This is an optimization exercise on Yosys and OpenROAD, whose aim is small area, not a production implementation.
Only simulation tests tie the RTL to the original design; equivalence was not proved.
No activity file was given, so power comes from the tool's default toggle rates.

$ cat design.v
`default_nettype none
module register_file_scoreboard #(
  parameter int DATA_WIDTH = 32
) (
  input  wire logic                   clk,
  input  wire logic                   rst_n,
  input  wire logic [4:0]             rs_addr,
  input  wire logic [4:0]             rt_addr,
  output      logic [DATA_WIDTH-1:0]  rs_data,
  output      logic [DATA_WIDTH-1:0]  rt_data,
  output      logic                   rs_busy,
  output      logic                   rt_busy,
  input  wire logic                   wr_en,
  input  wire logic [4:0]             wr_addr,
  input  wire logic [DATA_WIDTH-1:0]  wr_data,
  input  wire logic                   issue_en,
  input  wire logic [4:0]             issue_dst,
  output      logic [5:0]             busy_count
);
  localparam logic [4:0] c_ZERO_ADDR = 5'd0;
  logic [DATA_WIDTH-1:0] r_regs [32];
  logic [31:0]           r_busy;
  logic [5:0]            r_busy_count;
  logic                  w_wr_hit;
  logic                  w_iss_hit;
  logic [31:0]           w_busy_next;
  logic [5:0]            w_pop;
  logic [DATA_WIDTH-1:0] w_rs_data;
  logic [DATA_WIDTH-1:0] w_rt_data;
  logic                  w_rs_busy;
  logic                  w_rt_busy;
  assign w_wr_hit  = wr_en    && (wr_addr   != c_ZERO_ADDR);
  assign w_iss_hit = issue_en && (issue_dst != c_ZERO_ADDR);
  always_comb begin
    w_busy_next = r_busy;
    if (w_wr_hit) begin
      w_busy_next[wr_addr] = 1'b0;
    end
    if (w_iss_hit) begin
      w_busy_next[issue_dst] = 1'b1;
    end
    w_busy_next[0] = 1'b0;
  end
  always_comb begin
    w_pop = 6'd0;
    for (int i = 0; i < 32; i++) begin
      w_pop = w_pop + {5'd0, r_busy[i]};
    end
  end
  always_ff @(posedge clk or negedge rst_n) begin
    if (!rst_n) begin
      for (int i = 0; i < 32; i++) begin
        r_regs[i] <= '0;
      end
      r_busy       <= '0;
      r_busy_count <= '0;
    end else begin
      if (w_wr_hit) begin
        r_regs[wr_addr] <= wr_data;
      end
      r_busy       <= w_busy_next;
      r_busy_count <= w_pop;
    end
  end
  always_comb begin
    w_rs_data = '0;
    w_rs_busy = 1'b0;
    if (rst_n && (rs_addr != c_ZERO_ADDR)) begin
      if (w_wr_hit && (wr_addr == rs_addr)) begin
        w_rs_data = wr_data;
        w_rs_busy = w_iss_hit && (issue_dst == rs_addr);
      end else begin
        w_rs_data = r_regs[rs_addr];
        w_rs_busy = r_busy[rs_addr];
      end
    end
  end
  always_comb begin
    w_rt_data = '0;
    w_rt_busy = 1'b0;
    if (rst_n && (rt_addr != c_ZERO_ADDR)) begin
      if (w_wr_hit && (wr_addr == rt_addr)) begin
        w_rt_data = wr_data;
        w_rt_busy = w_iss_hit && (issue_dst == rt_addr);
      end else begin
        w_rt_data = r_regs[rt_addr];
        w_rt_busy = r_busy[rt_addr];
      end
    end
  end
  assign rs_data    = w_rs_data;
  assign rt_data    = w_rt_data;
  assign rs_busy    = w_rs_busy;
  assign rt_busy    = w_rt_busy;
  assign busy_count = r_busy_count;
endmodule
`default_nettype wire
$ cat run.sh
#!/bin/bash
# synth_recipe.tcl (not shown) runs the flow's synth.tcl, then flattens the netlist and writes it again
# the make line also repeats each setting of config.mk as NAME=value (left out here)
make -C /OpenROAD-flow-scripts/flow DESIGN_CONFIG=/design/flow/config.mk WORK_HOME=/design/flow/orfs CLKGATE_MAP_FILE= SYNTH_SCRIPT=/design/flow/synth_recipe.tcl finish
$ cat config.mk
export PLATFORM = sky130hd
export DESIGN_NAME = register_file_scoreboard
export DESIGN_NICKNAME = register_file_scoreboard
export VERILOG_FILES = /design/flow/design.v
export SDC_FILE = /design/flow/constraint.sdc
export NUM_CORES = 4
export LEC_CHECK = 0
export CAP_MARGIN = 20
export CORE_MARGIN = 2
export CORE_UTILIZATION = 40
export SLEW_MARGIN = 20
$ cat constraint.sdc
create_clock -name core_clock -period 10.0 [get_ports {clk}]
set_input_delay 2.0000 -clock core_clock [delete_from_list [all_inputs] [get_ports {clk}]]
set_output_delay 2.0000 -clock core_clock [all_outputs]
set_load 0.01 [all_outputs]
==> results.cfg <==
[placement]
hpwl_um = 170800
place_inst = 6392
gp_congestion = 1.013
place_area_sq_um = 58010
port_buffers = 127

[sta]
whs_ns = 0.5077
tns_ns = 0
fin_crit_sh_pct = 92.17
relSlewSlack_pct = 9.000
fin_crit_ns = 9.217
max_freq_mhz = 108.5
grt_setup_unrepaired = false
hold_viol = 0
worstMarginPinSlew_ns = 1.359
slew_viol_final = 0
setup_viol = 0
finalClockSkew_ns = 0.006712

[die]
core_sq_um = 135100
initial_core_util_pct = 40.17
chipWidth_um = 372.4
die_height_um = 372.4
rows = 135
die_area_sq_um = 138700
boundaryPins = 128

[status]
status = finished clean

[yosys]
syn_area_sq_um = 54280
synth-seq-area-share_pct = 47.44
synth_cells = 4751
synth_ff_type = dfrtp_1
yosys_warnings = 2
syn_nets = 4847
ys_ff_latch = 1029
synth_cell_type_count = 77
synth_compound_area_share_pct = 15.56
synthAdderAreaFrac_pct = 1.240
async_flop_share_pct = 100.0
synth.area.mux_share_pct = 21.72
synth_edf_count = 0
syn_avg_cell_area_sq_um = 11.43
synth-simple-area-share_pct = 9.310
synthXorXnorAreaFrac_pct = 0.5002
synth_top_family_by_area = multiplexers

[critical_path]
crit_path_start_kind = input port
worstSetupEndpointType = output pin
crit_arrival_ns = 7.22
crit_fanout = 22
path_class = in -> out
worstPathRequired_ns = 8.00

[layout]
final_cells = 6614
multi_input_area_sq_um = 26950
postLayoutCoreUtil_pct = 45.75
fillers = 12450
syn_to_final_growth_pct = 13.88
drive_gt1_share_pct = 31.96
final_area_sq_um = 61820
regArea_sq_um = 25750
fin_nets = 4821

[clocking]
worst_skew_pair.late_latency_ns = 0.75
clkTransAtPathRegs_ns = 0.06
tritoncts = yes
cts-resized-gates = 0
cts_setup_buffers = 0
cts_sinks = 1029
h-tree-depth = 3
clockBufferDepth = 3
root_buffer = clkbuf_16
cts_made_buffers = 110
hold_buffers = 0

[routing]
drcViolationCount = 0
via_count = 50530
routed_via_density = 7.640
routed_wl_um = 286700
ant_nets = 0
routedWlPerCell_um = 43.35
first_pass_iters = 12
drtIter0Drc = 11038

[flow_run]
cap_violations = 0

[grt]
overflow = 0
grt_start_max_net_pins = 153
antenna_found_initial = 27
grtUsageTotal_pct = 40.46
grt_pass1_vias = 47564
grt_pass1_wl_um = 389200

[power_and_ir_drop]
p_per_area_nw_per_um2 = 225.3
ir_drop_mv = 0.5738
power_leakage_nw = 27.14

[hold_path]
hold_class = reg -> reg
cells in the mapped netlist, types with 65 or more instances:
cell | instances | area [sq um]
a21oi_1 | 84 | 420.4
a22oi_1 | 688 | 5165
and3_1 | 192 | 1201
buf_2 | 154 | 770.7
clkbuf_1 | 227 | 852.1
dfrtp_1 | 1029 | 25750
inv_1 | 65 | 244.0
mux2_2 | 999 | 11250
nand2_1 | 185 | 694.4
nand3_1 | 103 | 515.5
nand4_1 | 119 | 744.5
nor2_1 | 96 | 360.4
o21ai_0 | 151 | 755.7
layout make-up:
type                    count  share of cell area, %
diodes                     21                0.08501
repair buffers            324                  4.655
flip-flops and latches   1029                  41.65
clock inverters            31                 0.6497
clock buffers             168                  5.362
well taps                1781                  3.605
inverters                  65                 0.3947
multi-input cells        3195                  43.59
power by group:
group	switching, W	internal (W)	leakage (nW)
registers	0.000859	0.00507	13.2
clock network	0.00185	0.00245	1.82
logic	0.00189	0.00181	12.2
total	0.00460	0.00933	27.1
layout by cell type (no fill, tap or decap), types with 11 or more instances in the layout:
master | synthesis | layout
dfrtp_1 | 1029 | 1029
mux2_2 | 999 | 999
a22oi_1 | 688 | 688
and3_1 | 192 | 192
buf_4 | 19 | 184
nand2_1 | 185 | 169
o21ai_0 | 151 | 151
nand4_1 | 119 | 119
clkbuf_16 | 0 | 113
clkdlybuf4s50_1 | 0 | 112
nand3_1 | 103 | 90
a21oi_1 | 84 | 84
nor2_4 | 3 | 68
inv_1 | 65 | 65
a2111oi_0 | 59 | 59
nor4_1 | 51 | 51
a22o_1 | 47 | 47
nor2_1 | 96 | 45
a221oi_1 | 42 | 42
nor3_1 | 39 | 35
clkbuf_8 | 0 | 28
clkbuf_1 | 227 | 27
fa_1 | 23 | 23
xor2_1 | 22 | 22
diode_2 | 0 | 21
mux2i_1 | 20 | 20
a32oi_1 | 19 | 19
nand3b_1 | 18 | 18
nand2_2 | 1 | 17
ha_1 | 17 | 17
nor2b_1 | 20 | 16
a31oi_1 | 16 | 16
mux4_2 | 15 | 15
clkinv_2 | 0 | 15
nand2b_1 | 14 | 14
buf_2 | 154 | 13
nand3_4 | 0 | 12
buf_12 | 0 | 12
or3_1 | 11 | 11
logic make-up (layout without fill, tap and decap cells):
| logic type | Yosys count | in the layout |
|---|---|---|
| multiplexers | 1034 | 1034 |
| flip-flops | 1029 | 1029 |
| adder cells (fa/ha/maj) | 40 | 40 |
| AO/OA/AOI/OAI | 1165 | 1165 |
| buffers and inverters | 527 | 588 |
| XOR/XNOR | 31 | 31 |
| AND/OR/NAND/NOR | 925 | 925 |
| other | 0 | 21 |
critical path, stage by stage:
cell             delay, ns
buf_2                 0.67
nand2b_1              0.80
nor2_4                1.19
buf_4                 0.51
a22oi_1               0.15
nand4_1               0.11
nor4_1                0.10
o21ai_0               0.84
buf_4                 0.25
clkdlybuf4s50_1       0.54
path summary, 6_finish.rpt:
kind	from	endpoint	slack (ns)	cells after the start
setup / recovery	rs_addr[4]	rs_data[3]	0.78	10
hold / removal	r_regs[2][20]	r_regs[2][20]	0.51	1
setup reg to reg	r_busy[24]	r_busy_count[4]	5.19	15
hold reg to reg	r_regs[2][20]	r_regs[2][20]	0.51	1
max in group asynchronous	rst_n	r_regs[6][2]	5.62	4
min in group asynchronous	rst_n	r_regs[22][29]	1.20	1
routing by layer:
metal	GRT usage, %	up-vias	share of wire [%]
li1	-	18126	-
met1	49.84	24983	35
met2	53.96	5454	38
met3	19.80	1935	17
met4	30.11	32	9.9
met5	0.8741	-	0.17
through the flow:
stage	setup WS, ns	total power (W)
after global routing	1.044	0.01456
final	0.7832	0.01393
after CTS	1.154	0.01383
after detailed placement	1.158	0.009604
after floorplan	3.870	0.008321
after global placement	1.209	0.009485
state kept, by name (all words and copies together), names as in the netlist:
signal,cells
r_busy_count,6
r_regs,992
r_busy,31

separate check: timing with driven ports:
No port has a modelled driver above. Below, the same layout with a new extraction and two added sets of constraints.
Step 1: set_driving_cell puts a clkbuf_16 on clk and a buf_2 on each other input, an assumption about the parent block.
Step 2, shift: input delay + t, output delay - t, t = (earliest + latest rising clock arrival at the registers) / 2. This alone moves slack from input paths to output paths.
a / b / c = no drivers / after step 1 / after step 2; a / b = the first two.
t (ns): 0.855
setup WS [ns]: 0.783 / 0.679 / 0.679
hold slack, ns: 0.508 / 0.508 / 0.508
worst data-port slew with drivers (ns): 0.16
After both steps setup and hold are still met in this run. For this run, drivers alone change the setup slack by -0.104 ns; drivers and shift together by -0.104 ns.
